This design comes from an exercise in tuning for small area on the open sky130 flow, not from production work.
The RTL was checked by simulation tests, not by an equivalence proof against the original design.
Power and IR drop assume default switching activity.

<file path="flow/flow/run.sh">
#!/bin/bash
# The standard layout, with two changes to what the tools are told:
#  - port buffers are the smallest buffer cell instead of the tool's pick
#  - CTS inserts no dummy loads, and clusters sinks under large leaf buffers
set -euo pipefail
export BUFFER_PORTS_ARGS="-buffer_cell sky130_fd_sc_hd__buf_1"
export CTS_ARGS="-sink_clustering_enable -repair_clock_nets -dont_use_dummy_load -buf_list sky130_fd_sc_hd__clkbuf_16 -sink_clustering_size 36 -sink_clustering_max_diameter 60"
bash standard.sh > standard.log 2>&1
</file>
<file path="flow/standard.sh">
#!/bin/bash
# synth_recipe.tcl (not shown) runs the flow's synth.tcl, then flattens the netlist and writes it again
# the make line also repeats each setting of config.mk as NAME=value (left out here)
make -C /OpenROAD-flow-scripts/flow DESIGN_CONFIG=/design/flow/config.mk WORK_HOME=/design/flow/orfs CLKGATE_MAP_FILE= SYNTH_SCRIPT=/design/flow/synth_recipe.tcl "${@:-finish}"
</file>
<file path="flow/config.mk">
export PLATFORM = sky130hd
export DESIGN_NAME = vcSwitch
export DESIGN_NICKNAME = vcSwitch
export VERILOG_FILES = /design/flow/design.v
export SDC_FILE = /design/flow/constraint.sdc
export NUM_CORES = 4
export LEC_CHECK = 0
export CAP_MARGIN = 0
export CORE_MARGIN = 2
export CORE_UTILIZATION = 72
export PLACE_DENSITY = 0.8
export SLEW_MARGIN = 0
export SYNTH_HIERARCHICAL = 1
export SYNTH_MINIMUM_KEEP_SIZE = 0
</file>
<file path="flow/constraint.sdc">
create_clock -name core_clock -period 5.0 [get_ports {CLK}]
set_input_delay 1.0000 -clock core_clock [delete_from_list [all_inputs] [get_ports {CLK}]]
set_output_delay 1.0000 -clock core_clock [all_outputs]
set_load 0.01 [all_outputs]
</file>
<file path="flow/design.v">
package flowCtrlPkg;
  localparam int DEST_W = 2;
  localparam int NUM_CH = 1 << DEST_W;
  typedef logic [NUM_CH-1:0] chMask_t;
  typedef enum logic [2:0] {
    stReset,
    stInit,
    stIdle,
    stActive,
    stPause,
    stContinue,
    stError
  } fsmState_e;
endpackage
`timescale 1ns/1ps
module syncFifo #(
  parameter int WORD_W     = 8,
  parameter int DEPTH      = 8,
  parameter int CNT_W      = 4,
  parameter bit GUARD_PUSH = 1'b1,   
  parameter bit GUARD_POP  = 1'b1    
) (
  input  logic              CLK,
  input  logic              arstN,
  input  logic              push,
  input  logic [WORD_W-1:0] pushData,
  input  logic              pop,
  output logic [WORD_W-1:0] popData,
  output logic [CNT_W-1:0]  count,
  output logic              empty,
  output logic              full
);
  logic [DEPTH-1:0][WORD_W-1:0] mem;
  logic [DEPTH-1:0]             sel;
  logic                         doPush;
  logic                         doPop;
  assign empty  = (count == '0);
  assign full   = count[CNT_W-1];
  assign doPush = GUARD_PUSH ? (push && !full) : push;
  assign doPop  = GUARD_POP ? (pop && !empty) : pop;
  always_comb begin
    sel[DEPTH-1] = count[CNT_W-1];
    for (int k = 1; k < DEPTH; k++) begin
      sel[k-1] = (count[CNT_W-2:0] == (CNT_W-1)'(k));
    end
  end
  for (genvar i = 0; i < DEPTH; i++) begin : gEntry
    fifoRow #(.WORD_W(WORD_W)) row_i (
      .CLK(CLK), .load(doPush), .keep(!doPush),
      .d((i == 0) ? pushData : mem[(i == 0) ? 0 : i-1]), .q(mem[i])
    );
  end
  fifoReadMux #(.WORD_W(WORD_W), .DEPTH(DEPTH)) readMux_i (
    .sel(sel), .mem(mem), .data(popData)
  );
  logic up;
  logic down;
  logic [CNT_W-1:0] carry;
  logic [CNT_W-1:0] borrow;
  assign up   = doPush && !doPop;
  assign down = doPop && !doPush;
  always_comb begin
    carry[0]  = 1'b1;
    borrow[0] = 1'b1;
    for (int i = 1; i < CNT_W; i++) begin
      carry[i]  = carry[i-1] && count[i-1];
      borrow[i] = borrow[i-1] && !count[i-1];
    end
  end
  always_ff @(posedge CLK or negedge arstN) begin
    if (!arstN) begin
      count <= '0;
    end else begin
      count <= count ^ (({CNT_W{up}} & carry) | ({CNT_W{down}} & borrow));
    end
  end
endmodule
module fifoRow #(
  parameter int WORD_W = 8
) (
  input  logic              CLK,
  input  logic              load,
  input  logic              keep,
  input  logic [WORD_W-1:0] d,
  output logic [WORD_W-1:0] q
);
  always_ff @(posedge CLK) begin
    q <= ({WORD_W{load}} & d) | ({WORD_W{keep}} & q);
  end
endmodule
module fifoReadMux #(
  parameter int WORD_W = 8,
  parameter int DEPTH  = 8
) (
  input  logic [DEPTH-1:0]             sel,
  input  logic [DEPTH-1:0][WORD_W-1:0] mem,
  output logic [WORD_W-1:0]            data
);
  for (genvar b = 0; b < WORD_W; b++) begin : gBit
    logic lo;
    logic mid;
    aoi222 lo_i (
      .a1(sel[0]), .a2(mem[0][b]), .b1(sel[1]), .b2(mem[1][b]),
      .c1(sel[2]), .c2(mem[2][b]), .y(lo)
    );
    aoi222 mid_i (
      .a1(sel[3]), .a2(mem[3][b]), .b1(sel[4]), .b2(mem[4][b]),
      .c1(sel[5]), .c2(mem[5][b]), .y(mid)
    );
    aoi22Nand hi_i (
      .a1(sel[6]), .a2(mem[6][b]), .b1(sel[7]), .b2(mem[7][b]),
      .p(lo), .q(mid), .y(data[b])
    );
  end
endmodule
module aoi222 (
  input  logic a1,
  input  logic a2,
  input  logic b1,
  input  logic b2,
  input  logic c1,
  input  logic c2,
  output logic y
);
  assign y = !((a1 && a2) || (b1 && b2) || (c1 && c2));
endmodule
module aoi22Nand (
  input  logic a1,
  input  logic a2,
  input  logic b1,
  input  logic b2,
  input  logic p,
  input  logic q,
  output logic y
);
  assign y = !(p && q && !((a1 && a2) || (b1 && b2)));
endmodule
`timescale 1ns/1ps
module flowCtrlFsm #(
  parameter int DEPTH = 8,
  parameter int CNT_W = 4
) (
  input  logic                                      CLK,
  input  logic                                      arstN,
  input  logic                                      init,
  input  flowCtrlPkg::chMask_t                      inEmpty,
  input  flowCtrlPkg::chMask_t                      outFull,
  input  logic [flowCtrlPkg::NUM_CH-1:0][CNT_W-1:0] outCount,
  input  logic [CNT_W-1:0]                          lowThreshIn,
  input  logic [CNT_W-1:0]                          highThreshIn,
  output flowCtrlPkg::chMask_t                      outPaused,
  output logic                                      arbEnable,
  output logic                                      initBusy,
  output logic                                      idle,
  output flowCtrlPkg::chMask_t                      stbPause,
  output flowCtrlPkg::chMask_t                      stbContinue,
  output flowCtrlPkg::chMask_t                      error,
  output flowCtrlPkg::fsmState_e                    state
);
  flowCtrlPkg::fsmState_e nextState;
  flowCtrlPkg::chMask_t   pauseRise;
  flowCtrlPkg::chMask_t   contRise;
  logic [CNT_W-1:0]       lowThresh;
  logic [CNT_W-1:0]       highThresh;
  logic                   eventsOn;
  logic                   runNext;
  assign eventsOn = (state == flowCtrlPkg::stActive) || (state == flowCtrlPkg::stPause) ||
                    (state == flowCtrlPkg::stContinue);
  assign arbEnable = eventsOn || (state == flowCtrlPkg::stIdle);
  assign runNext = (nextState == flowCtrlPkg::stIdle) || (nextState == flowCtrlPkg::stActive) ||
                   (nextState == flowCtrlPkg::stPause) || (nextState == flowCtrlPkg::stContinue);
  assign initBusy = (state == flowCtrlPkg::stInit);
  for (genvar d = 0; d < flowCtrlPkg::NUM_CH; d++) begin : gChan
    chanFlowCtrl #(.CNT_W(CNT_W)) chan_i (
      .CLK(CLK), .arstN(arstN), .eventsOn(eventsOn),
      .count(outCount[d]), .lowThresh(lowThresh), .highThresh(highThresh),
      .full(outFull[d]),
      .pauseRise(pauseRise[d]), .contRise(contRise[d]),
      .paused(outPaused[d]), .stbPause(stbPause[d]), .stbContinue(stbContinue[d]),
      .error(error[d])
    );
  end
  always_comb begin
    nextState = state;
    case (state)
      flowCtrlPkg::stReset: begin
        nextState = flowCtrlPkg::stInit;
      end
      flowCtrlPkg::stInit: begin
        if (!init) begin
          nextState = flowCtrlPkg::stIdle;
        end
      end
      flowCtrlPkg::stIdle: begin
        if (|outFull) begin
          nextState = flowCtrlPkg::stError;
        end else if (!(&inEmpty)) begin
          nextState = flowCtrlPkg::stActive;
        end
      end
      flowCtrlPkg::stActive, flowCtrlPkg::stPause, flowCtrlPkg::stContinue: begin
        if (|outFull) begin
          nextState = flowCtrlPkg::stError;
        end else if (|pauseRise) begin
          nextState = flowCtrlPkg::stPause;
        end else if (|contRise) begin
          nextState = flowCtrlPkg::stContinue;
        end else begin
          nextState = flowCtrlPkg::stActive;
        end
      end
      flowCtrlPkg::stError: begin
        nextState = flowCtrlPkg::stError;
      end
      default: begin
        nextState = flowCtrlPkg::stReset;
      end
    endcase
  end
  always_ff @(posedge CLK or negedge arstN) begin
    if (!arstN) begin
      state       <= flowCtrlPkg::stReset;
      idle        <= 1'b0;
      lowThresh   <= '0;
      highThresh  <= CNT_W'(DEPTH);
    end else begin
      state       <= nextState;
      idle        <= runNext && (&inEmpty);
      if (state == flowCtrlPkg::stInit) begin
        lowThresh  <= lowThreshIn;
        highThresh <= (highThreshIn > CNT_W'(DEPTH)) ? CNT_W'(DEPTH) : highThreshIn;
      end
    end
  end
endmodule
module chanFlowCtrl #(
  parameter int CNT_W = 4
) (
  input  logic             CLK,
  input  logic             arstN,
  input  logic             eventsOn,
  input  logic [CNT_W-1:0] count,
  input  logic [CNT_W-1:0] lowThresh,
  input  logic [CNT_W-1:0] highThresh,
  input  logic             full,
  output logic             pauseRise,
  output logic             contRise,
  output logic             paused,
  output logic             stbPause,
  output logic             stbContinue,
  output logic             error
);
  logic almostFull;
  logic almostEmpty;
  logic afPrev;
  logic aePrev;
  function automatic logic geq(input logic [CNT_W-1:0] a, input logic [CNT_W-1:0] b);
    logic r;
    r = 1'b1;
    for (int i = 0; i < CNT_W; i++) begin
      r = (a[i] & ~b[i]) | ((a[i] | ~b[i]) & r);
    end
    geq = r;
  endfunction
  assign almostFull  = geq(count, highThresh);
  assign almostEmpty = geq(lowThresh, count);
  assign pauseRise = eventsOn && almostFull && !afPrev && !paused;
  assign contRise  = eventsOn && almostEmpty && !aePrev && paused;
  always_ff @(posedge CLK or negedge arstN) begin
    if (!arstN) begin
      afPrev      <= 1'b0;
      aePrev      <= 1'b0;
      paused      <= 1'b0;
      stbPause    <= 1'b0;
      stbContinue <= 1'b0;
      error       <= 1'b0;
    end else begin
      afPrev      <= eventsOn && almostFull;
      aePrev      <= eventsOn && almostEmpty;
      paused      <= (paused && !contRise) || pauseRise;
      stbPause    <= pauseRise;
      stbContinue <= contRise;
      error       <= error || full;
    end
  end
endmodule
`timescale 1ns/1ps
module rrArbiter #(
  parameter int WORD_W = 8
) (
  input  logic                                       CLK,
  input  logic                                       arstN,
  input  logic                                       enable,
  input  flowCtrlPkg::chMask_t                       inEmpty,
  input  logic [flowCtrlPkg::NUM_CH-1:0][WORD_W-1:0] inHead,
  output flowCtrlPkg::chMask_t                       inPop,
  input  flowCtrlPkg::chMask_t                       outBlocked,
  output flowCtrlPkg::chMask_t                       outPush,
  output logic [WORD_W-1:0]                          outWord,
  output flowCtrlPkg::chMask_t                       creditReturn
);
  localparam int NUM_CH = flowCtrlPkg::NUM_CH;
  localparam int IDX_W  = $clog2(NUM_CH);
  localparam int DEST_W = flowCtrlPkg::DEST_W;
  flowCtrlPkg::chMask_t eligible;
  flowCtrlPkg::chMask_t grant;       
  logic [IDX_W-1:0]     lastGrant;
  logic [IDX_W-1:0]     lastGrantN;  
  logic [IDX_W-1:0]     grantIdx;
  logic                 grantedQ;
  logic                 found;
  assign lastGrant = ~lastGrantN;
  for (genvar i = 0; i < NUM_CH; i++) begin : gSrc
    arbEligible #(.DEST_W(DEST_W)) elig_i (
      .enable(enable), .empty(inEmpty[i]),
      .dest(inHead[i][WORD_W-1 -: DEST_W]), .blocked(outBlocked),
      .eligible(eligible[i])
    );
  end
  arbPick pick_i (.eligible(eligible), .last(lastGrant), .grant(grant), .grantIdx(grantIdx));
  assign found = |eligible;
  assign inPop = grant;
  for (genvar b = 0; b < WORD_W; b++) begin : gWord
    andOr4 word_i (
      .s0(grant[0]), .d0(inHead[0][b]), .s1(grant[1]), .d1(inHead[1][b]),
      .s2(grant[2]), .d2(inHead[2][b]), .s3(grant[3]), .d3(inHead[3][b]),
      .y(outWord[b])
    );
  end
  always_comb begin
    for (int d = 0; d < NUM_CH; d++) begin
      outPush[d] = found && (outWord[WORD_W-1 -: DEST_W] == DEST_W'(d));
    end
  end
  always_comb begin
    for (int i = 0; i < NUM_CH; i++) begin
      creditReturn[i] = grantedQ && (lastGrant == IDX_W'(i));
    end
  end
  always_ff @(posedge CLK or negedge arstN) begin
    if (!arstN) begin
      lastGrantN <= '0;
      grantedQ   <= 1'b0;
    end else begin
      grantedQ <= found;
      if (found) begin
        lastGrantN <= ~grantIdx;
      end
    end
  end
endmodule
module arbEligible #(
  parameter int DEST_W = 2
) (
  input  logic                  enable,
  input  logic                  empty,
  input  logic [DEST_W-1:0]     dest,
  input  logic [(1<<DEST_W)-1:0] blocked,
  output logic                  eligible
);
  assign eligible = enable && !empty && !blocked[dest];
endmodule
module arbPick (
  input  logic [3:0] eligible,
  input  logic [1:0] last,
  output logic [3:0] grant,
  output logic [1:0] grantIdx
);
  always_comb begin
    logic [3:0] pick;
    logic       taken;
    grant = '0;
    for (int l = 0; l < 4; l++) begin
      pick  = '0;
      taken = 1'b0;
      for (int k = 1; k <= 4; k++) begin
        pick[(l + k) % 4] = eligible[(l + k) % 4] && !taken;
        taken = taken || eligible[(l + k) % 4];
      end
      if (last == 2'(l)) begin
        grant = pick;
      end
    end
    grantIdx = {grant[3] | grant[2], grant[3] | grant[1]};
  end
endmodule
module andOr4 (
  input  logic s0,
  input  logic d0,
  input  logic s1,
  input  logic d1,
  input  logic s2,
  input  logic d2,
  input  logic s3,
  input  logic d3,
  output logic y
);
  assign y = (s0 && d0) || (s1 && d1) || (s2 && d2) || (s3 && d3);
endmodule
`timescale 1ns/1ps
module vcSwitch #(
  parameter int WORD_W = 8,
  parameter int DEPTH  = 8,
  parameter int CNT_W  = $clog2(DEPTH + 1)
) (
  input  logic                                       CLK,
  input  logic                                       arstN,
  input  logic                                       init,
  input  logic [CNT_W-1:0]                           lowThreshIn,
  input  logic [CNT_W-1:0]                           highThreshIn,
  input  flowCtrlPkg::chMask_t                       inPush,
  input  logic [flowCtrlPkg::NUM_CH-1:0][WORD_W-1:0] inData,
  output flowCtrlPkg::chMask_t                       creditReturn,
  input  flowCtrlPkg::chMask_t                       outPop,
  output logic [flowCtrlPkg::NUM_CH-1:0][WORD_W-1:0] outData,
  output flowCtrlPkg::chMask_t                       outEmpty,
  output logic                                       idle,
  output logic                                       initBusy,
  output flowCtrlPkg::chMask_t                       stbPause,
  output flowCtrlPkg::chMask_t                       stbContinue,
  output flowCtrlPkg::chMask_t                       error,
  output flowCtrlPkg::fsmState_e                     state
);
  localparam int PAY_W = WORD_W - flowCtrlPkg::DEST_W;
  flowCtrlPkg::chMask_t                       inEmpty;
  flowCtrlPkg::chMask_t                       inPop;
  flowCtrlPkg::chMask_t                       outPush;
  logic [flowCtrlPkg::NUM_CH-1:0][WORD_W-1:0] inHead;
  logic [WORD_W-1:0]                          outWord;
  logic [flowCtrlPkg::NUM_CH-1:0][CNT_W-1:0]  outCount;
  logic                                       arbEnable;
  flowCtrlPkg::chMask_t                       outFull;
  flowCtrlPkg::chMask_t                       outPaused;
  for (genvar ch = 0; ch < flowCtrlPkg::NUM_CH; ch++) begin : gChan
    logic [PAY_W-1:0] outPayload;
    syncFifo #(.WORD_W(WORD_W), .DEPTH(DEPTH), .CNT_W(CNT_W),
               .GUARD_PUSH(1'b1), .GUARD_POP(1'b0)) inFifo_i (
      .CLK(CLK), .arstN(arstN),
      .push(inPush[ch]), .pushData(inData[ch]),
      .pop(inPop[ch]), .popData(inHead[ch]),
      .count(), .empty(inEmpty[ch]), .full()
    );
    syncFifo #(.WORD_W(PAY_W), .DEPTH(DEPTH), .CNT_W(CNT_W),
               .GUARD_PUSH(1'b0), .GUARD_POP(1'b1)) outFifo_i (
      .CLK(CLK), .arstN(arstN),
      .push(outPush[ch]), .pushData(outWord[PAY_W-1:0]),
      .pop(outPop[ch]), .popData(outPayload),
      .count(outCount[ch]), .empty(outEmpty[ch]), .full(outFull[ch])
    );
    assign outData[ch] = {flowCtrlPkg::DEST_W'(ch), outPayload};
  end
  rrArbiter #(.WORD_W(WORD_W)) rrArbiter_i (
    .CLK(CLK), .arstN(arstN),
    .enable(arbEnable),
    .inEmpty(inEmpty), .inHead(inHead), .inPop(inPop),
    .outBlocked(outPaused | outFull),
    .outPush(outPush), .outWord(outWord),
    .creditReturn(creditReturn)
  );
  flowCtrlFsm #(.DEPTH(DEPTH), .CNT_W(CNT_W)) flowCtrlFsm_i (
    .CLK(CLK), .arstN(arstN),
    .init(init), .inEmpty(inEmpty),
    .outFull(outFull), .outCount(outCount),
    .lowThreshIn(lowThreshIn), .highThreshIn(highThreshIn),
    .outPaused(outPaused),
    .arbEnable(arbEnable), .initBusy(initBusy), .idle(idle),
    .stbPause(stbPause), .stbContinue(stbContinue),
    .error(error), .state(state)
  );
endmodule
</file>
==> results of run 1 <==
-- cell usage in the layout, fill, tap and decap left out, drive strengths merged, types with 8 or more instances in the layout --
cell,count
a222oi,112
o22ai,8
dfxtp,448
buf,135
a22o,448
nor3b,42
nand3,62
nor3,19
conb,8
dfrtp,70
mux2i,8
maj3,8
nand2b,25
xor2,13
ha,16
or2,13
xnor2,20
inv,37
o21ai,14
nor2b,22
nor4,9
clkbuf,37
a22oi,72
nor2,26
a21oi,16
nand2,47
-- metal layers --
metal  part of all wire  vias up  GRT usage
met5                  0        -          0
met4              0.024        0     0.0848
met3              0.070       92     0.0403
met2               0.46      667      0.474
met1               0.45     7630      0.452
li1                   -     7001          -
-- what timing repair did --
| item | 4_1_cts | 5_1_grt |
|---|---|---|
| setup buffers | 0 | 4 |
| hold buffers | 0 | 0 |
| endpoints found under the setup margin | 0 | 107 |
| resized for setup | 0 | 13 |
-- state kept, by name, indices dropped and copies added, names as in the netlist, 16 cells and up --
register                        cells
gChan.inFifo_i.gEntry.row_i.q     256
gChan.outFifo_i.gEntry.row_i.q    192
gChan.inFifo_i.count               16
gChan.outFifo_i.count              16
-- area by class of cell --
| cell class | instances | area (µm²) |
|---|---|---|
| clock buffers | 36 | 901 |
| fillers | 1835 | 5960 |
| inverters | 43 | 173 |
| multi-input cells | 1057 | 8870 |
| flip-flops and latches | 519 | 10700 |
| well taps | 378 | 473 |
| repair buffers | 136 | 653 |
-- worst max-delay path: cells and delay by family, from the launching register on --
kind,cells,cell delay (ns)
flip-flops,1,0.54
adder cells (fa/ha/maj),1,0.17
buffers and inverters,3,0.44
AO/OA/AOI/OAI,4,0.93
XOR/XNOR,1,0.17
multiplexers,1,0.53
AND/OR/NAND/NOR,7,1.75
-- path summary, 6_finish.rpt --
kind	from	end	slack, ns	cells after the start
worst max-delay path	gChan[2].inFifo_i.count[0]	gChan[3].outFifo_i.count[2]	0.31	17
worst min-delay path	flowCtrlFsm_i.gChan[1].chan_i.aePrev	flowCtrlFsm_i.gChan[1].chan_i.stbContinue	0.46	1
worst max register to register	gChan[2].inFifo_i.count[0]	gChan[3].outFifo_i.count[2]	0.31	17
worst min register to register	flowCtrlFsm_i.gChan[1].chan_i.aePrev	flowCtrlFsm_i.gChan[1].chan_i.stbContinue	0.46	1
max in group asynchronous	arstN	flowCtrlFsm_i.gChan[0].chan_i.aePrev	3.53	2
min in group asynchronous	arstN	flowCtrlFsm_i.gChan[2].chan_i.error	0.49	1
-- power groups by stage --
stage | logic, mW | registers (mW) | clock network (mW)
final | 3.87 | 6.76 | 2.57
after global placement | 3.63 | 6.71 | 0
after global routing | 4.18 | 6.93 | 2.76
after floorplan | 3.33 | 6.28 | 0
after detailed placement | 3.75 | 6.77 | 0
after CTS | 3.78 | 6.71 | 2.61
==> flow_summary.toml, run 1 <==
[power]
p_leak_nw = 8.63
seqPwrFrac = 0.512
ir_drop_mv = 0.467
netSwitchingFraction = 0.356
p_clk_frac = 0.195
power_frac_comb = 0.293
power_mw = 13.2
p_int_mw = 8.51
netSwitchingPower_mw = 4.70
p_per_area_nw_per_um2 = 605

[global_routing]
grt_antenna_before_repair = 0
grtUsageTotal = 0.305
grt_max_degree = 67
overflow = 0
grt_pass1_vias = 13745
grt_pass1_wl_um = 73300

[floorplan]
dieArea_um2 = 29600
die_y_um = 172
start_util = 0.731
rows = 61
die_x_um = 172
core-area_um2 = 27800
io_pins = 108

[route]
drt-initial-drc-count = 2066
firstDrtPassIters = 9
wl_um = 46600
avgViaCountPerCell = 7.10
drc = 0
ant_nets = 0
num_vias = 15390
wire_per_inst_um = 21.5

[clocking]
clock_latency_ns = 0.53
clk_pin_slew_ns = 0.06
cts_tree = "yes"
numCtsBuffers = 36
cts_buffer_depth = 3
cts.sinks = 519
htreeDepth = 2
cts-root-buf = "clkbuf_16"

[yosys]
synth.avg_cell_area_um2 = 11.9
yosysWarnings = 14
synth_cells = 1713
syn_area_um2 = 20300

[place]
dp_slack_ns = 0.116
gp_congestion = 0.855
post_dp_cell_area_um2 = 20800
dpl.cell_count = 2129
hpwl_um = 30100
portBuffers = 99

[timing]
finalClockSkew_ns = 0.0406
worst_slew_pin_slew_ns = 1.11
post-route-min-period_ns = 4.69
finalSetupTns_ns = 0
max-slew-margin-rel = 0.257
timing.fmax_mhz = 213
holdWs_ns = 0.465
timing.final.ws_setup_ns = 0.309
setup_violations = 0
slew_viol_final = 0
finalCritPeriodShare = 0.938
hold_viol_final = 0
rsz0062_at_grt = "no"

[layout]
nets = 1860
drive_gt1_frac = 0.107
fin_util = 0.785
diodes = 0
syn_to_final_growth_pct = 7.42
stdcell_count = 2169
fin_area_um2 = 21800

[worst_setup_path]
cp_max_fo = 22
slowest_stage = "dfrtp_1"
crit_chain = "inv_1, nor3b_2, a222oi_1, nand3_1, mux4_2, nor3b_2, buf_4, nor2_1, o311a_4, a22oi_1, nand2_1, and3_4, clkinvlp_4, ha_1, nor3b_2, a31oi_1, xnor2_1"
crit_path_max_incr_delay_ns = 0.54
cp-start-kind = "flip-flop"
endpoint_kind = "flip-flop"
cpMostUsedCell = "nor3b_2"
crit_type = "reg2reg"
cp.required_ns = 5.36
cp.arrival_ns = 5.06

[hold_path]
hp-class = "reg2reg"

[outcome]
status = "no timing/DRC/antenna violations"

[run]
maxCapViolCount = 0
==> inputs of run 2 (changes only) <==
==> flow/flow/run.sh (replaced) <==
#!/bin/bash
# The standard layout, with these changes to what the tools are told:
#  - after the standard synthesis, combinational cells go to their smallest
#    drive strength (flow/downsize.py); the standard timing repair sizes the
#    critical ones back up
#  - port buffers are the smallest buffer cell instead of the tool's pick
#  - CTS inserts no dummy loads, and clusters sinks under large leaf buffers
set -euo pipefail
export BUFFER_PORTS_ARGS="-buffer_cell sky130_fd_sc_hd__buf_1"
export CTS_ARGS="-sink_clustering_enable -repair_clock_nets -dont_use_dummy_load -buf_list sky130_fd_sc_hd__clkbuf_16 -sink_clustering_size 30 -sink_clustering_max_diameter 80"
bash standard.sh synth > synth.log 2>&1
results=orfs/results/${FLOW_PLATFORM}/vcSwitch/base
lib=${FLOW_HOME}/platforms/${FLOW_PLATFORM}/lib/sky130_fd_sc_hd__tt_025C_1v80.lib
dont_use=$(sed -n '/DONT_USE_CELLS/,/^#/p' ${FLOW_HOME}/platforms/${FLOW_PLATFORM}/config.mk | grep -o 'sky130_fd_sc_hd__[a-z0-9_]*' || true)
cp ${results}/1_2_yosys.v synth_netlist.v
python3 flow/downsize.py ${results}/1_2_yosys.v ${lib} ${dont_use} > downsize.log 2>&1
bash standard.sh > standard.log 2>&1
==> flow/flow/downsize.py (new file) <==
"""Set every combinational cell of the synthesized netlist to its smallest
drive strength with the same pins, where that cell is smaller.

Synthesis sizes cells for a delay target it cannot meet, so it upsizes gates
that are not critical in the layout. The layout flow's timing repair sizes
the cells on critical paths back up. Flip-flops are left as synthesis made
them.

usage: downsize.py NETLIST LIBERTY DONT_USE...  (rewrites NETLIST in place)
"""
import re
import sys

netlist, liberty = sys.argv[1], sys.argv[2]
dont_use = set(sys.argv[3:])

area = {}
pins = {}
cell = None
for line in open(liberty):
    m = re.match(r'\s*cell\s*\(\s*"?([\w]+)"?\s*\)', line)
    if m:
        cell = m.group(1)
        pins[cell] = set()
        continue
    if cell is None:
        continue
    m = re.match(r'\s*area\s*:\s*([\d.]+)', line)
    if m:
        area[cell] = float(m.group(1))
    m = re.match(r'\s*pin\s*\(\s*"?([\w]+)"?\s*\)', line)
    if m:
        pins[cell].add(m.group(1))

SEQ = re.compile(r'sky130_fd_sc_hd__(df|edf|sdf|sedf|dl|lpflow|clk|conb|tap|fill|decap|diode)')


def smallest(cell):
    if SEQ.match(cell):
        return cell
    m = re.match(r'(sky130_fd_sc_hd__\w+?)_(\d+)$', cell)
    if not m:
        return cell
    best = cell
    for cand in area:
        mm = re.match(r'(sky130_fd_sc_hd__\w+?)_(\d+)$', cand)
        if not mm or mm.group(1) != m.group(1) or cand in dont_use:
            continue
        if pins.get(cand) != pins.get(cell):
            continue
        if area[cand] < area[best] - 1e-9:
            best = cand
    return best


text = open(netlist).read()
changed = {}


def swap(m):
    c = m.group(1)
    n = smallest(c)
    if n != c:
        changed[(c, n)] = changed.get((c, n), 0) + 1
    return n + m.group(2)


text = re.sub(r'\b(sky130_fd_sc_hd__\w+)(\s+\S+\s*\()', swap, text)
open(netlist, 'w').write(text)
saved = 0.0
for (c, n), k in sorted(changed.items()):
    saved += k * (area[c] - area[n])
    print(f'{k:4d} {c} -> {n}')
print(f'area saved: {saved:.1f}')
==> run 2 against run 1 <==
Compared with the run above: still clean on timing, DRC and antenna; clock skew increased by 0.015 ns; die area shrank 3.4%; global-route usage is 0.81 points higher; critical path type unchanged; largest cell class unchanged; highest routed layer unchanged.
==> flow_summary.toml, run 2 <==
[worst_setup_path]
cp-startpoint = "gChan[1].inFifo_i.count[0]"
cp.arrival_ns = 5.21
cp_max_fo = 49
slowest_stage = "dfrtp_1"
crit_path_end = "gChan[3].outFifo_i.count[3]"
endpoint_kind = "flip-flop"
r2r-end = "gChan[3].outFifo_i.count[3]"
crit_chain = "inv_1, nor2_2, a222oi_1, nand3_1, mux4_2, nor3b_4, a21oi_1, o221a_2, a22oi_2, nand2_2, and3_2, buf_4, ha_1, nand2_1, a2bb2oi_1, xnor2_1"
r2r_start = "gChan[1].inFifo_i.count[0]"
crit_type = "reg2reg"
r2r_setup_slack_ns = 0.26
crit_path_max_incr_delay_ns = 0.51
reg2reg_depth = 16
cp.required_ns = 5.47
cp-start-kind = "flip-flop"

[route]
num_vias = 15054
wl_um = 45600
avgViaCountPerCell = 7.14
ant_nets = 0
drc = 0
drt-initial-drc-count = 2276
firstDrtPassIters = 7
wire_per_inst_um = 21.6

[layout]
layout_common_cells = "448 x a22o_1, 448 x dfxtp_1, 112 x a222oi_1"
largest_register_ff_count = 256
nets = 1837
largest_register = "gChan.inFifo_i.gEntry.row_i.q"
top_regs = "gChan.inFifo_i.gEntry.row_i.q (256), gChan.outFifo_i.gEntry.row_i.q (192)"
diodes = 0
fin_util = 0.786
drive_gt1_frac = 0.0684
stdcell_count = 2109
fin_area_um2 = 21100
syn_to_final_growth_pct = 7.74

[clocking]
clock_latency_ns = 0.57
cts_tree = "yes"
cts-root-buf = "clkbuf_16"
clk_pin_slew_ns = 0.11
htreeDepth = 1
cts.sinks = 519
numCtsBuffers = 21
cts_buffer_depth = 3

[timing]
finalCritPeriodShare = 0.949
finalClockSkew_ns = 0.0553
timing.final.ws_setup_ns = 0.256
rsz0062_at_grt = "no"
post-route-min-period_ns = 4.74
worst_slew_pin_slew_ns = 1.15
slew_viol_final = 0
holdWs_ns = 0.404
timing.fmax_mhz = 211
max-slew-margin-rel = 0.214
setup_violations = 0
finalSetupTns_ns = 0
hold_viol_final = 0

[global_routing]
overflow = 0
grt_max_degree = 67
grt_antenna_before_repair = 0
grtUsageTotal = 0.314
grt_pass1_wl_um = 73600
grt_pass1_vias = 13692

[place]
dpl.cell_count = 2086
hpwl_um = 29500
gp_congestion = 0.840
dp_slack_ns = 0.271
portBuffers = 99
post_dp_cell_area_um2 = 20600

[floorplan]
die_y_um = 169
dieArea_um2 = 28600
start_util = 0.730
die_x_um = 169
io_pins = 108
rows = 60
core-area_um2 = 26900

[power]
power_mw = 12.4
p_leak_nw = 8.32
ir_drop_mv = 0.471
p_per_area_nw_per_um2 = 588

[yosys]
syn_area_um2 = 19600
yosysWarnings = 14
synth_cells = 1713
synth.avg_cell_area_um2 = 11.4

[hold_path]
hp-class = "in2async"

[run]
maxCapViolCount = 0

[outcome]
status = "no timing/DRC/antenna violations"
run 2: critical path, delay by kind of cell (launching register included):
kind | cells | cell delay (ns)
DFF | 1 | 0.51
and+or+nand+nor | 6 | 1.21
muxes | 1 | 0.51
AOI/OAI and AO/OA | 5 | 1.44
adders and majority gates | 1 | 0.30
buffers and inverters | 2 | 0.55
xor gates and xnor gates | 1 | 0.13
run 2: worst min-delay path by stage:
| stage | slack (ns) | to | startpoint | cells after the start |
|---|---|---|---|---|
| global placement | 0.43 | flowCtrlFsm_i.gChan[1].chan_i.stbContinue | flowCtrlFsm_i.gChan[1].chan_i.aePrev | 1 |
| finish | 0.40 | gChan[2].outFifo_i.count[0] | arstN | 1 |
| detailed placement | 0.44 | flowCtrlFsm_i.gChan[1].chan_i.stbContinue | flowCtrlFsm_i.gChan[1].chan_i.aePrev | 1 |
| CTS | 0.41 | flowCtrlFsm_i.lowThresh[3] | arstN | 1 |
| global route | 0.43 | flowCtrlFsm_i.lowThresh[3] | arstN | 1 |
| floorplan | 0.42 | flowCtrlFsm_i.gChan[2].chan_i.stbContinue | flowCtrlFsm_i.gChan[2].chan_i.aePrev | 1 |
run 2: where the power goes:
group	leakage, nW	switching, mW	internal (mW)	total (mW)
combinational	3.54	2.04	1.73	3.76
sequential	4.53	1.29	5.42	6.71
clock	0.259	1.19	0.760	1.95
run 2: final cells by class:
class | count | area [µm²]
Tap cell | 341 | 427
Clock buffer | 21 | 526
Inverter | 43 | 173
Multi-Input combinational cell | 1057 | 8660
Fill cell | 1753 | 5750
Sequential cell | 519 | 10700
Timing Repair Buffer | 128 | 593
run 2: per-layer routing:
metal | up-vias | wire (µm) | track usage
li1 | 6966 | - | -
met1 | 7431 | 20300 | 0.470
met2 | 568 | 20700 | 0.481
met3 | 89 | 3320 | 0.0381
met4 | 0 | 1320 | 0.0903
met5 | - | 0 | 0
run 2: repair_timing:
action	CTS	global route
endpoints found under the setup margin	0	105
hold buffers	0	0
setup buffers	0	2
resized for setup	0	5
==> inputs of run 3 (changes only) <==
--- a/flow/design.v
+++ b/flow/design.v
@@ -219,2 +219,8 @@
   end
+  always_ff @(posedge CLK) begin
+    if (state == flowCtrlPkg::stInit) begin
+      lowThresh  <= lowThreshIn;
+      highThresh <= (highThreshIn > CNT_W'(DEPTH)) ? CNT_W'(DEPTH) : highThreshIn;
+    end
+  end
   always_ff @(posedge CLK or negedge arstN) begin
@@ -223,4 +229,2 @@
       idle        <= 1'b0;
-      lowThresh   <= '0;
-      highThresh  <= CNT_W'(DEPTH);
     end else begin
@@ -228,6 +232,2 @@
       idle        <= runNext && (&inEmpty);
-      if (state == flowCtrlPkg::stInit) begin
-        lowThresh  <= lowThreshIn;
-        highThresh <= (highThreshIn > CNT_W'(DEPTH)) ? CNT_W'(DEPTH) : highThreshIn;
-      end
     end
@@ -270,4 +270,2 @@
     if (!arstN) begin
-      afPrev      <= 1'b0;
-      aePrev      <= 1'b0;
       paused      <= 1'b0;
@@ -277,4 +275,2 @@
     end else begin
-      afPrev      <= eventsOn && almostFull;
-      aePrev      <= eventsOn && almostEmpty;
       paused      <= (paused && !contRise) || pauseRise;
@@ -285,2 +281,6 @@
   end
+  always_ff @(posedge CLK) begin
+    afPrev <= eventsOn && almostFull;
+    aePrev <= eventsOn && almostEmpty;
+  end
 endmodule
--- a/flow/config.mk
+++ b/flow/config.mk
@@ -10,3 +10,3 @@
 export CORE_UTILIZATION = 72
-export PLACE_DENSITY = 0.8
+export PLACE_DENSITY = 0.9
 export SLEW_MARGIN = 0
==> run 3 against run 2 <==
Compared with the run above: still clean on timing, DRC and antenna; first-iteration DRC count fell by 13%; sequential power fell by 1%; sequential share of layout area rose by 0.23 points; via count rose by 0.56%; hold slack improved by 0.050 ns; die area fell by 0.48%; synthesized cell count fell by 0.64%; non-clock buffer count did not move; critical path depth did not move; fmax rose by 1.2%; wire length rose by 0.29%; critical path type unchanged; largest power group unchanged.
==> flow_summary.toml, run 3 <==
[timing]
timing.fmax_mhz = 213
hold_viol_final = 0
post-route-min-period_ns = 4.69
timing.final.ws_setup_ns = 0.311
finalClockSkew_ns = 0.0383
rsz0062_at_grt = "no"
finalCritPeriodShare = 0.938
max-slew-margin-rel = 0.186
holdWs_ns = 0.453
finalSetupTns_ns = 0
worst_slew_pin_slew_ns = 1.19
setup_violations = 0
slew_viol_final = 0

[clocking]
cts_tree = "yes"
clk_pin_slew_ns = 0.11
cts.sinks = 519
cts-root-buf = "clkbuf_16"
htreeDepth = 1
clock_latency_ns = 0.56
cts_buffer_depth = 3
numCtsBuffers = 21

[power]
p_per_area_nw_per_um2 = 579
p_leak_nw = 8.19
power_mw = 12.2
ir_drop_mv = 0.461

[outcome]
status = "no timing/DRC/antenna violations"

[layout]
stdcell_count = 2098
seq_area_um2 = 10800
fillCellCount = 1737
nets = 1826
top_regs = "gChan.inFifo_i.gEntry.row_i.q (256), gChan.outFifo_i.gEntry.row_i.q (192)"
multi_input_area_um2 = 8570
fin_area_um2 = 21000
diodes = 0
drive_gt1_frac = 0.0711
largest_register_ff_count = 256
layout_common_cells = "456 x dfxtp_1, 449 x a22o_1, 112 x a222oi_1"
syn_to_final_growth_pct = 7.82
final_common_cell = "dfxtp_1"
fin_util = 0.785
largest_register = "gChan.inFifo_i.gEntry.row_i.q"

[route]
num_vias = 15138
drt-initial-drc-count = 1987
drc = 0
ant_nets = 0
wl_um = 45700
avgViaCountPerCell = 7.22
firstDrtPassIters = 10
wire_per_inst_um = 21.8

[yosys]
synth.avg_cell_area_um2 = 11.5
synth_cells = 1702
syn_area_um2 = 19500
yosysWarnings = 14

[place]
portBuffers = 99
dpl.cell_count = 2073
post_dp_cell_area_um2 = 20500
gp_congestion = 0.876
dp_slack_ns = 0.294
hpwl_um = 30100

[worst_setup_path]
endpoint_kind = "flip-flop"
cp-start-kind = "flip-flop"
r2r_setup_slack_ns = 0.31
reg2reg_depth = 16
cp_max_fo = 19
slowest_stage = "dfrtp_1"
r2r-end = "gChan[1].outFifo_i.count[3]"
crit_chain = "nand2_1, nor2_1, a222oi_1, nand3_1, mux4_2, nor3b_2, nor2_1, o311a_4, a22oi_2, nand2_2, nor3b_4, buf_4, ha_1, nand2_1, a2bb2oi_1, xnor2_1"
crit_type = "reg2reg"
cp.required_ns = 5.42
crit_path_max_incr_delay_ns = 0.55
cp.arrival_ns = 5.11
r2r_start = "gChan[2].inFifo_i.count[1]"

[hold_path]
hp-start = "flowCtrlFsm_i.gChan[0].chan_i.aePrev"
holdPathStages = 1
hp-class = "reg2reg"
holdPathEnd = "flowCtrlFsm_i.gChan[0].chan_i.stbContinue"

[floorplan]
io_pins = 108
start_util = 0.728
core-area_um2 = 26800
die_x_um = 169
dieArea_um2 = 28400
rows = 60
die_y_um = 169

[global_routing]
grtUsageTotal = 0.311
grt_pass1_wl_um = 73300
grt_antenna_before_repair = 0
overflow = 0
grt_pass1_vias = 13980
grt_max_degree = 67

[run]
maxCapViolCount = 0
-- run 3: critical path, delay by kind of cell, from the launching register on --
family	cells	cell delay, ns
XOR/XNOR	1	0.15
AND/OR/NAND/NOR	8	1.83
flip-flops	1	0.55
adder cells (fa/ha/maj)	1	0.23
AO/OA/AOI/OAI	4	0.96
multiplexers	1	0.53
buffers and inverters	1	0.29
-- run 3: final cells by class --
| cell class | instances | area share |
|---|---|---|
| Tap cell | 341 | 0.0203 |
| Clock buffer | 21 | 0.0250 |
| Sequential cell | 519 | 0.511 |
| Inverter | 43 | 0.00821 |
| Timing Repair Buffer | 128 | 0.0282 |
| Multi-Input combinational cell | 1046 | 0.407 |
-- run 3: what timing repair did --
action | 4_1_cts | 5_1_grt
hold buffers | 0 | 0
setup endpoints to repair | 0 | 23
resized for setup | 0 | 12
setup buffers | 0 | 4
-- run 3: how the worst max path moves through the flow --
stage / slack (ns) / end / from
3_3_place_gp: 0.45 / gChan[3].outFifo_i.count[3] / gChan[3].inFifo_i.count[0]
5_1_grt: 0.04 / gChan[2].outFifo_i.count[2] / gChan[2].inFifo_i.count[1]
4_1_cts: 0.24 / gChan[3].outFifo_i.count[3] / gChan[3].inFifo_i.count[0]
3_5_place_dp: 0.29 / gChan[3].outFifo_i.count[3] / gChan[3].inFifo_i.count[0]
6_report: 0.31 / gChan[1].outFifo_i.count[3] / gChan[2].inFifo_i.count[1]
2_1_floorplan: -0.81 / gChan[1].outFifo_i.count[2] / gChan[3].inFifo_i.count[0]
-- run 3: metal layers --
layer	share of wire	track usage
met2	0.47	0.499
met1	0.43	0.447
met3	0.075	0.0416
met5	0	0
met4	0.026	0.0885
-- run 3: power breakdown --
group	switching, mW	total (mW)	internal (mW)
Combinational	1.96	3.60	1.64
Sequential	1.27	6.64	5.37
Clock	1.18	1.94	0.761
Total	4.40	12.2	7.78
==> inputs of run 4 (changes only) <==
--- a/flow/config.mk
+++ b/flow/config.mk
@@ -9,4 +9,4 @@
 export CORE_MARGIN = 2
-export CORE_UTILIZATION = 72
-export PLACE_DENSITY = 0.9
+export CORE_UTILIZATION = 66
+export PLACE_DENSITY = 0.75
 export SLEW_MARGIN = 0
==> run 4 against run 3 <==
Compared with the run above: still clean; global-route usage shrank 2.2 points; sequential share of layout area is 0.12 points lower; synthesized cell count unchanged; power barely moved; non-clock buffer count decreased by 1; register-to-register slack worse by 0.08 ns; hold slack lost 0.012 ns; via count down 1.3%; critical path depth is 1 higher; setup slack got worse by 0.080 ns; critical endpoint is now gChan[1].outFifo_i.count[2].
==> flow_summary.toml, run 4 <==
[timing]
max-slew-margin-rel = 0.277
setup_violations = 0
slew_viol_final = 0
finalSetupTns_ns = 0
worst_slew_pin_slew_ns = 1.05
timing.final.ws_setup_ns = 0.231
timing.fmax_mhz = 210
holdWs_ns = 0.441
finalClockSkew_ns = 0.0469
hold_viol_final = 0
post-route-min-period_ns = 4.77
rsz0062_at_grt = "no"
finalCritPeriodShare = 0.954

[layout]
nets = 1825
syn_to_final_growth_pct = 8.00
top_regs = "gChan.inFifo_i.gEntry.row_i.q (256), gChan.outFifo_i.gEntry.row_i.q (192)"
multi_input_area_um2 = 8570
final_common_cell = "dfxtp_1"
largest_register_ff_count = 256
diodes = 0
largest_register = "gChan.inFifo_i.gEntry.row_i.q"
drive_gt1_frac = 0.0655
layout_common_cells = "456 x dfxtp_1, 449 x a22o_1, 112 x a222oi_1"
seq_area_um2 = 10700
fin_util = 0.728
fillCellCount = 2073
fin_area_um2 = 21100
stdcell_count = 2140

[route]
drt-initial-drc-count = 2027
wl_um = 45800
wire_per_inst_um = 21.4
num_vias = 14940
avgViaCountPerCell = 6.98
ant_nets = 0
firstDrtPassIters = 8
drc = 0

[place]
hpwl_um = 29700
gp_congestion = 0.845
post_dp_cell_area_um2 = 20500
dpl.cell_count = 2117
dp_slack_ns = 0.336
portBuffers = 99

[clocking]
clock_latency_ns = 0.57
cts-root-buf = "clkbuf_16"
clk_pin_slew_ns = 0.10
cts_tree = "yes"
cts_buffer_depth = 3
cts.sinks = 519
numCtsBuffers = 21
htreeDepth = 1

[worst_setup_path]
cp.required_ns = 5.46
cp-start-kind = "flip-flop"
crit_type = "reg2reg"
cp_max_fo = 10
endpoint_kind = "flip-flop"
cp.arrival_ns = 5.23

[hold_path]
hp-class = "in2async"

[power]
ir_drop_mv = 0.383
netSwitchingPower_mw = 4.40
p_leak_nw = 8.19
seqPwrFrac = 0.543
power_frac_comb = 0.297
p_per_area_nw_per_um2 = 578
p_int_mw = 7.78
p_clk_frac = 0.160
power_mw = 12.2
netSwitchingFraction = 0.361

[yosys]
yosysWarnings = 14
synth.avg_cell_area_um2 = 11.5
synth_cells = 1702
syn_area_um2 = 19500

[global_routing]
overflow = 0
grt_antenna_before_repair = 1
grtUsageTotal = 0.289
grt_pass1_wl_um = 73500
grt_pass1_vias = 13821
grt_max_degree = 66

[floorplan]
die_y_um = 176
core-area_um2 = 28900
start_util = 0.674
rows = 62
io_pins = 108
dieArea_um2 = 31000
die_x_um = 176

[outcome]
status = "no timing/DRC/antenna violations"

[run]
maxCapViolCount = 0
## run 4: changes by cell type in the layout (fill, tap and decap cells not counted), sizes merged
cell    previous run  this run
buf              128       127
clkinv             3         4
inv               37        36
## run 4: path summary, 6_finish.rpt
| kind | startpoint | to | slack, ns | cells after the start |
|---|---|---|---|---|
| max in group asynchronous | arstN | flowCtrlFsm_i.gChan[3].chan_i.stbContinue | 3.55 | 2 |
| worst min register to register | flowCtrlFsm_i.gChan[1].chan_i.aePrev | flowCtrlFsm_i.gChan[1].chan_i.stbContinue | 0.44 | 1 |
| worst max register to register | gChan[3].inFifo_i.count[0] | gChan[1].outFifo_i.count[2] | 0.23 | 17 |
| worst min-delay path | arstN | flowCtrlFsm_i.gChan[3].chan_i.error | 0.44 | 1 |
| worst max-delay path | gChan[3].inFifo_i.count[0] | gChan[1].outFifo_i.count[2] | 0.23 | 17 |
| min in group core_clock | flowCtrlFsm_i.gChan[1].chan_i.aePrev | flowCtrlFsm_i.gChan[1].chan_i.stbContinue | 0.44 | 1 |
## run 4: routing by layer
layer  routed length [µm]  up-vias  global-route usage
met1                20700     7387               0.421
li1                     -     6917                   -
met2                20800      542               0.450
met4                 1410        2              0.0864
met3                 2870       92              0.0407
met5                   13        -                   0
## run 4: worst max-delay path, cell delays in order (launching register included)
cell and delay [ns]:
dfrtp_1 0.57, clkinvlp_4 0.28, nor3b_4 0.40, a222oi_1 0.17, nand3_1 0.20, mux4_2 0.55
nor3b_4 0.31, nor2b_4 0.24, nor2_2 0.05, o311a_4 0.37, a22oi_2 0.18, nand2_2 0.14
nor3b_4 0.33, clkinvlp_4 0.19, ha_4 0.17, nor3b_1 0.15, a31oi_1 0.21, xnor2_1 0.14
## run 4: repair_timing
action | 4_1_cts | 5_1_grt
hold buffers | 0 | 0
buffers inserted | 0 | 2
gates resized for setup | 0 | 3
setup endpoints to repair | 0 | 6
## run 4: cell type report
cell class / instances / area share
multi-input cells: 1046 / 0.407
inverters: 43 / 0.00819
flip-flops and latches: 519 / 0.510
clock buffers: 21 / 0.0249
repair buffers: 127 / 0.0277
well taps: 384 / 0.0228
## run 4: power by group through the flow
stage	clock network, mW	registers (mW)	logic [mW]
final	1.95	6.61	3.62
after global routing	2.14	6.77	3.94
after CTS	1.99	6.58	3.57
after detailed placement	0	6.66	3.56
after global placement	0	6.60	3.46
after floorplan	0	6.17	2.93
==> inputs of run 5 (changes only) <==
--- a/flow/config.mk
+++ b/flow/config.mk
@@ -9,4 +9,4 @@
 export CORE_MARGIN = 2
-export CORE_UTILIZATION = 66
-export PLACE_DENSITY = 0.75
+export CORE_UTILIZATION = 72
+export PLACE_DENSITY = 0.8
 export SLEW_MARGIN = 0
@@ -14 +14,2 @@
 export SYNTH_MINIMUM_KEEP_SIZE = 0
+export TNS_END_PERCENT = 0
==> run 5 against run 4 <==
Compared with the run above: power down 0.16%; synthesized area did not move; non-clock buffer count grew 2; largest cell class unchanged; first-iteration DRC count grew 16%; via count is 0.39% higher; final area decreased by 0.29%; hold slack worse by 0.076 ns; count of clock-buffer cells in the layout stayed put; combinational power about the same; largest power group unchanged; sequential power is essentially flat; synthesized cell count unchanged.
==> flow_summary.toml, run 5 <==
[layout]
final_common_cell = "dfxtp_1"
drive_gt1_frac = 0.0671
largest_register = "gChan.inFifo_i.gEntry.row_i.q"
fin_area_um2 = 21000
layout_common_cells = "456 x dfxtp_1, 449 x a22o_1, 112 x a222oi_1"
top_regs = "gChan.inFifo_i.gEntry.row_i.q (256), gChan.outFifo_i.gEntry.row_i.q (192)"
largest_register_ff_count = 256
seq_area_um2 = 10800
stdcell_count = 2099
multi_input_area_um2 = 8550
diodes = 0
syn_to_final_growth_pct = 7.69
nets = 1827
fillCellCount = 1805

[timing]
holdWs_ns = 0.365
worst_slew_pin_slew_ns = 1.24
slew_viol_final = 0
rsz0062_at_grt = "no"
finalClockSkew_ns = 0.0529
setup_violations = 0
hold_viol_final = 0
finalCritPeriodShare = 0.945
post-route-min-period_ns = 4.72
timing.fmax_mhz = 212
max-slew-margin-rel = 0.153

[route]
drt-initial-drc-count = 2346
wl_um = 45400
wire_per_inst_um = 21.6
num_vias = 14998
avgViaCountPerCell = 7.15
drc = 0
firstDrtPassIters = 9
ant_nets = 0

[place]
post_dp_cell_area_um2 = 20400
dpl.cell_count = 2072
portBuffers = 99
hpwl_um = 29500
gp_congestion = 0.859

[worst_setup_path]
critPathBufInv = 1
endpoint_kind = "flip-flop"
cp_max_fo = 10
cp.required_ns = 5.45
cp.arrival_ns = 5.18
r2r_setup_slack_ns = 0.28
critical-path-top-delay-family = "simple AND/OR/NAND/NOR gates"
r2r_start = "gChan[3].inFifo_i.count[1]"
crit_path_max_incr_delay_ns = 0.60
crit_chain = "nor3b_2, a222oi_1, nand3_1, mux4_2, nor3b_4, nor2b_4, o21ai_0, and3_4, a22oi_1, nand2_2, nor3b_4, clkinvlp_4, ha_4, nor3b_1, a2bb2oi_1, xnor2_1"
reg2reg_depth = 16
crit_type = "reg2reg"
slowest_stage = "nor3b_2"
r2r-end = "gChan[1].outFifo_i.count[3]"
cp-start-kind = "flip-flop"
cpMostUsedCell = "nor3b_4"

[yosys]
synth.avg_cell_area_um2 = 11.5
synth_cells = 1702
syn_area_um2 = 19500
yosysWarnings = 14

[global_routing]
overflow = 0
grt_antenna_before_repair = 0
grtUsageTotal = 0.313
grt_pass1_vias = 13929
grt_pass1_wl_um = 73100
grt_max_degree = 66

[clocking]
cts_hold_buf = 0
cts-root-buf = "clkbuf_16"
cts_tree = "yes"
cts.sinks = 519
htreeDepth = 1
clock_latency_ns = 0.57
clk_pin_slew_ns = 0.11
cts_buffer_depth = 3
numCtsBuffers = 21

[power]
p_leak_nw = 8.20
p_clk_frac = 0.160
netSwitchingPower_mw = 4.39
p_per_area_nw_per_um2 = 579
netSwitchingFraction = 0.361
power_frac_comb = 0.296
p_int_mw = 7.78
seqPwrFrac = 0.544
ir_drop_mv = 0.551

[floorplan]
dieArea_um2 = 28400
core-area_um2 = 26800
rows = 60
start_util = 0.728
die_y_um = 169
die_x_um = 169
io_pins = 108

[hold_path]
hp-class = "in2async"

[outcome]
status = "no timing/DRC/antenna violations"

[run]
maxCapViolCount = 0
run 5: cell types whose count changed in the layout (fill, tap and decap cells not counted), moves of 2 or more:
cell	before	now
buf_4	28	30
nor2_2	6	8
dfrtp_1	55	51
dfrtp_2	0	4
run 5: timing repair:
item                                    CTS  global route
setup buffers                             0             6
endpoints found under the setup margin    0            69
gates resized for setup                   0            10
run 5: cell type report:
class                   instances  share of cell area
multi-input cells            1046               0.407
flip-flops and latches        519               0.512
well taps                     341              0.0203
repair buffers                129              0.0285
clock buffers                  21              0.0250
inverters                      43             0.00804
run 5: power by group through the flow:
stage / Clock [mW] / Sequential, mW / Combinational (mW)
after floorplan: 0 / 6.17 / 2.93
after global placement: 0 / 6.58 / 3.42
after detailed placement: 0 / 6.65 / 3.52
after CTS: 1.99 / 6.58 / 3.55
after global routing: 2.13 / 6.78 / 3.91
final: 1.95 / 6.62 / 3.60
run 5: worst max path at each step:
stage | cells past startpoint | to | startpoint
2_1_floorplan | 18 | gChan[1].outFifo_i.count[2] | gChan[3].inFifo_i.count[0]
3_3_place_gp | 17 | gChan[2].outFifo_i.count[2] | gChan[0].inFifo_i.count[1]
3_5_place_dp | 17 | gChan[1].outFifo_i.count[3] | gChan[0].inFifo_i.count[1]
4_1_cts | 17 | gChan[1].outFifo_i.count[3] | gChan[3].inFifo_i.count[0]
5_1_grt | 17 | gChan[1].outFifo_i.count[3] | gChan[1].inFifo_i.count[2]
6_report | 16 | gChan[1].outFifo_i.count[3] | gChan[3].inFifo_i.count[1]
run 5: per-stage QoR:
stage / power [mW] / setup WS (ns) / TNS (ns) / utilization
floorplan: 9.10 / -0.811 / -52.10 / -
global placement: 10.0 / 0.478 / 0 / 0.762
detailed placement: 10.2 / 0.244 / 0 / 0.762
CTS: 12.1 / 0.186 / 0 / 0.782
global route: 12.8 / 0.0364 / 0 / 0.784
finish: 12.2 / 0.275 / 0 / 0.784
run 5: per-layer routing:
layer	wire length (µm)	GRT usage	part of all wire
met1	19800	0.450	0.44
met2	20900	0.482	0.46
met3	3070	0.0491	0.068
met4	1630	0.114	0.036
met5	0	0	0
==> inputs of run 6 (changes only) <==
--- a/flow/config.mk
+++ b/flow/config.mk
@@ -14,2 +14 @@
 export SYNTH_MINIMUM_KEEP_SIZE = 0
-export TNS_END_PERCENT = 0
==> run 6 against run 5 <==
Compared with the run above: first-iteration DRC count decreased by 0.77%; synthesized area unchanged; die area unchanged; critical path type unchanged; power decreased by 0.12%; still clean on timing, DRC and antenna.
==> flow_summary.toml, run 6 <==
[clocking]
clock_latency_ns = 0.55
cts-root-buf = "clkbuf_16"
numCtsBuffers = 21
htreeDepth = 1
clk_pin_slew_ns = 0.11
cts_tree = "yes"
cts_hold_buf = 0
cts.sinks = 519
cts_buffer_depth = 3

[timing]
rsz0062_at_grt = "no"
finalSetupTns_ns = 0
hold_viol_final = 0
holdWs_ns = 0.437
setup_violations = 0
timing.final.ws_setup_ns = 0.284
worst_slew_pin_slew_ns = 1.09
finalCritPeriodShare = 0.943
post-route-min-period_ns = 4.72
slew_viol_final = 0
timing.fmax_mhz = 212
max-slew-margin-rel = 0.253
finalClockSkew_ns = 0.0475

[yosys]
yosysWarnings = 14
synth_cells = 1702
syn_area_um2 = 19500
synth.avg_cell_area_um2 = 11.5

[route]
avgViaCountPerCell = 7.16
ant_nets = 0
drc = 0
wire_per_inst_um = 21.4
firstDrtPassIters = 8
wl_um = 44900
num_vias = 15005
drt-initial-drc-count = 2328

[worst_setup_path]
cp-start-kind = "flip-flop"
cp.arrival_ns = 5.17
cp_max_fo = 10
crit_type = "reg2reg"
r2r_start = "gChan[1].inFifo_i.count[0]"
cp.required_ns = 5.46
endpoint_kind = "flip-flop"
r2r-end = "gChan[0].outFifo_i.count[2]"
r2r_setup_slack_ns = 0.28
reg2reg_depth = 16

[layout]
layout_common_cells = "456 x dfxtp_1, 449 x a22o_1, 112 x a222oi_1"
fin_area_um2 = 21000
top_regs = "gChan.inFifo_i.gEntry.row_i.q (256), gChan.outFifo_i.gEntry.row_i.q (192)"
fillCellCount = 1797
syn_to_final_growth_pct = 7.76
diodes = 0
nets = 1825
largest_register = "gChan.inFifo_i.gEntry.row_i.q"
drive_gt1_frac = 0.0689
final_common_cell = "dfxtp_1"
largest_register_ff_count = 256

[power]
p_leak_nw = 8.18
ir_drop_mv = 0.551
power_mw = 12.1
p_per_area_nw_per_um2 = 578

[floorplan]
io_pins = 108
rows = 60
core-area_um2 = 26800
dieArea_um2 = 28400
die_y_um = 169
die_x_um = 169
start_util = 0.728

[hold_path]
holdPathStages = 1
hp-start = "flowCtrlFsm_i.gChan[0].chan_i.aePrev"
holdPathEnd = "flowCtrlFsm_i.gChan[0].chan_i.stbContinue"
hp-class = "reg2reg"

[global_routing]
overflow = 0
grt_antenna_before_repair = 0
grt_max_degree = 67
grt_pass1_vias = 13769
grtUsageTotal = 0.306
grt_pass1_wl_um = 71800

[place]
hpwl_um = 29100
post_dp_cell_area_um2 = 20500
dp_slack_ns = 0.360
portBuffers = 99
gp_congestion = 0.857

[outcome]
status = "no timing/DRC/antenna violations"

[run]
maxCapViolCount = 0
run 6: cell type report:
class                           count  area [µm²]  share of cell area
Multi-Input combinational cell   1046        8570               0.408
Clock buffer                       21         526              0.0250
Tap cell                          341         427              0.0203
Sequential cell                   519       10700               0.511
Timing Repair Buffer              127         583              0.0277
Inverter                           43         173             0.00821
run 6: stage by stage:
stage | util | std cells
2_1_floorplan | - | 1708
3_3_place_gp | 0.763 | 2072
3_5_place_dp | 0.763 | 2072
4_1_cts | 0.783 | 2093
5_1_grt | 0.785 | 2097
6_report | 0.785 | 2097
run 6: where the power goes:
part / total, mW / switching [mW] / internal (mW)
clock network: 1.94 / 1.18 / 0.760
registers: 6.59 / 1.22 / 5.37
logic: 3.62 / 1.97 / 1.65
total: 12.1 / 4.36 / 7.78
run 6: metal layers:
layer | GRT usage | vias to the layer above | wire length, µm | part of all wire
li1 | - | 6911 | - | -
met1 | 0.450 | 7446 | 20000 | 0.44
met2 | 0.471 | 562 | 20300 | 0.45
met3 | 0.0428 | 86 | 3180 | 0.071
met4 | 0.102 | 0 | 1500 | 0.033
met5 | 0 | - | 0 | 0
run 6: worst max path at each step:
stage | slack (ns) | from | depth (start not counted) | to
floorplan | -0.81 | gChan[3].inFifo_i.count[0] | 18 | gChan[1].outFifo_i.count[2]
global placement | 0.46 | gChan[1].inFifo_i.count[0] | 16 | gChan[2].outFifo_i.count[2]
detailed placement | 0.36 | gChan[1].inFifo_i.count[0] | 16 | gChan[1].outFifo_i.count[2]
CTS | 0.32 | gChan[1].inFifo_i.count[0] | 16 | gChan[1].outFifo_i.count[2]
global route | 0.05 | gChan[1].inFifo_i.count[0] | 17 | gChan[0].outFifo_i.count[2]
finish | 0.28 | gChan[1].inFifo_i.count[0] | 16 | gChan[0].outFifo_i.count[2]
run 6: critical path: stages (launching register included):
cell and delay (ns):
dfrtp_1 0.56, inv_1 0.22, nor3b_4 0.44, a222oi_1 0.18
nand3_1 0.21, mux4_2 0.56, nor3b_4 0.38, a21oi_1 0.15
o221a_2 0.38, a22oi_2 0.22, nand2_2 0.14, nor3_4 0.30
inv_1 0.10, ha_1 0.22, nor3b_1 0.15, a31oi_1 0.24
xnor2_1 0.16
run 6: timing repair:
item / 4_1_cts / 5_1_grt
hold endpoints to repair: 0 / 0
setup buffers: 0 / 4
endpoints found under the setup margin: 0 / 7
gates resized for setup: 0 / 8
==> inputs of run 7 (changes only) <==
--- a/flow/flow/run.sh
+++ b/flow/flow/run.sh
@@ -8,2 +8,3 @@
 set -euo pipefail
+export REMOVE_ABC_BUFFERS=1
 export BUFFER_PORTS_ARGS="-buffer_cell sky130_fd_sc_hd__buf_1"
==> run 7 against run 6 <==
Compared with the run above: utilization fell by 0.46 points; die area did not move; still clean; final cell count rose by 0.95%; synthesized cell count did not move; fmax fell by 1.2%; power fell by 0.51%; first-iteration DRC count fell by 10%; non-clock buffer count rose by 20; register-to-register slack got worse by 0.06 ns; sequential cell count did not move; global-route usage rose by 0.24 points; hold slack improved by 0.022 ns.
==> flow_summary.toml, run 7 <==
[outcome]
status = "no timing/DRC/antenna violations"

[floorplan]
rows = 60
io_pins = 108
die_x_um = 169
die_y_um = 169
core-area_um2 = 26800
start_util = 0.728
dieArea_um2 = 28400

[worst_setup_path]
cp.required_ns = 5.40
slowest_stage = "nor2_1"
endpoint_kind = "flip-flop"
cp-start-kind = "flip-flop"
critPathBufInv = 2
critical-path-top-delay-family = "simple AND/OR/NAND/NOR gates"
crit_path_max_incr_delay_ns = 0.52
crit_type = "reg2reg"
cpMostUsedCell = "nor3b_1"
cp_max_fo = 10
crit_chain = "or2_0, nor2_1, a222oi_1, nand3_1, mux4_2, nor3b_1, buf_4, a21oi_1, o221a_2, a22oi_1, nand2_1, nor3_4, inv_1, ha_1, nor3b_1, a2bb2oi_1, xnor2_1"
cp.arrival_ns = 5.17

[run]
maxCapViolCount = 0

[place]
post_dp_cell_area_um2 = 20300
portBuffers = 99
gp_congestion = 0.912
dp_slack_ns = 0.102
hpwl_um = 29300

[timing]
hold_viol_final = 0
holdWs_ns = 0.459
finalCritPeriodShare = 0.954
finalSetupTns_ns = 0
slew_viol_final = 0
post-route-min-period_ns = 4.77
setup_violations = 0
timing.fmax_mhz = 210
worst_slew_pin_slew_ns = 1.14
max-slew-margin-rel = 0.216
finalClockSkew_ns = 0.0544
timing.final.ws_setup_ns = 0.229

[clocking]
numCtsBuffers = 21
clk_pin_slew_ns = 0.11
cts.sinks = 519
cts_buffer_depth = 3
cts_tree = "yes"
cts_hold_buf = 0
htreeDepth = 1
clock_latency_ns = 0.57
cts-root-buf = "clkbuf_16"

[layout]
fin_area_um2 = 20900
final_common_cell = "dfxtp_1"
syn_to_final_growth_pct = 7.13
diodes = 0
drive_gt1_frac = 0.0557
largest_register_ff_count = 256
top_regs = "gChan.inFifo_i.gEntry.row_i.q (256), gChan.outFifo_i.gEntry.row_i.q (192)"
layout_common_cells = "456 x dfxtp_1, 449 x a22o_1, 112 x a222oi_1"
nets = 1845
largest_register = "gChan.inFifo_i.gEntry.row_i.q"

[yosys]
syn_area_um2 = 19500
yosysWarnings = 14
synth_cells = 1702
synth.avg_cell_area_um2 = 11.5

[route]
num_vias = 15080
ant_nets = 0
wire_per_inst_um = 21.4
firstDrtPassIters = 9
drc = 0
wl_um = 45300
avgViaCountPerCell = 7.12
drt-initial-drc-count = 2092

[power]
p_per_area_nw_per_um2 = 578
power_mw = 12.1
p_leak_nw = 8.25
ir_drop_mv = 0.395

[global_routing]
grt_pass1_vias = 13761
grt_pass1_wl_um = 72000
grtUsageTotal = 0.309
overflow = 0
grt_antenna_before_repair = 0
grt_max_degree = 66

[hold_path]
hp-class = "reg2reg"
[run 7: path summary, 6_finish.rpt]
kind                                                         from                                endpoint  slack, ns  cells after the start
max                                    gChan[1].inFifo_i.count[1]             gChan[0].outFifo_i.count[3]       0.23                     17
min                        gChan[2].inFifo_i.gEntry[4].row_i.q[2]  gChan[2].inFifo_i.gEntry[5].row_i.q[2]       0.46                      1
max reg2reg                            gChan[1].inFifo_i.count[1]             gChan[0].outFifo_i.count[3]       0.23                     17
min reg2reg                gChan[2].inFifo_i.gEntry[4].row_i.q[2]  gChan[2].inFifo_i.gEntry[5].row_i.q[2]       0.46                      1
max in group asynchronous                                   arstN             gChan[3].outFifo_i.count[3]       3.64                      2
min in group asynchronous                                   arstN  flowCtrlFsm_i.gChan[2].chan_i.stbPause       0.48                      1
[run 7: layer usage]
metal / vias up / part of all wire / track usage
met5: - / 0 / 0
met4: 0 / 0.028 / 0.0896
met3: 79 / 0.070 / 0.0421
met2: 570 / 0.46 / 0.488
met1: 7487 / 0.45 / 0.448
li1: 6944 / - / -
[run 7: timing repair]
| action | in CTS | in global routing |
|---|---|---|
| setup buffers | 0 | 1 |
| gates resized for setup | 1 | 7 |
| pin swaps | 0 | 1 |
| setup endpoints to repair | 1 | 7 |
[run 7: per-stage QoR]
stage          cells  utilization
2_1_floorplan   1608            -
3_3_place_gp    2095        0.759
3_5_place_dp    2095        0.759
4_1_cts         2116        0.779
5_1_grt         2117        0.780
6_report        2117        0.780
[run 7: layout make-up]
cell class / instances / area (µm²)
clock buffer: 21 / 526
tap: 341 / 427
fill: 1825 / 5890
sequential: 519 / 10700
multi-input combinational: 1046 / 8310
timing repair buffer: 147 / 733
inverter: 43 / 161
[run 7: report_power, final]
group          internal, mW  total, mW  switching (mW)
logic                  1.64       3.58            1.94
registers              5.37       6.56            1.20
clock network         0.759       1.94            1.18
total                  7.77       12.1            4.31

[what the ideal ports hide]
No port has a modelled driver above. Below, the same layouts with a new extraction and two added sets of constraints.
Step 1 assumes that a clkbuf_16 drives the clock port and a buf_2 every other input.
Step 2 times the ports against the registers' clock, not the clock port: input delays grow and output delays shrink by t, the midpoint of the rising clock arrivals with the driver on.
Three values: ideal, step 1, step 2; two values: the first two.
| run | shift t [ns] | slack for setup (ns) | hold slack, ns |
|---|---|---|---|
| run 1 | 0.564 | 0.309 / 0.309 / 0.309 | 0.465 / 0.460 / 0.465 |
| run 2 | 0.591 | 0.256 / 0.256 / 0.256 | 0.404 / 0.389 / 0.469 |
| run 3 | 0.589 | 0.311 / 0.311 / 0.311 | 0.453 / 0.453 / 0.453 |
| run 4 | 0.597 | 0.231 / 0.231 / 0.231 | 0.441 / 0.409 / 0.444 |
| run 5 | 0.591 | 0.275 / 0.275 / 0.275 | 0.365 / 0.335 / 0.458 |
| run 6 | 0.577 | 0.284 / 0.284 / 0.284 | 0.437 / 0.437 / 0.437 |
| run 7 | 0.593 | 0.229 / 0.229 / 0.229 | 0.459 / 0.454 / 0.459 |
After both steps every run listed still meets setup and hold.
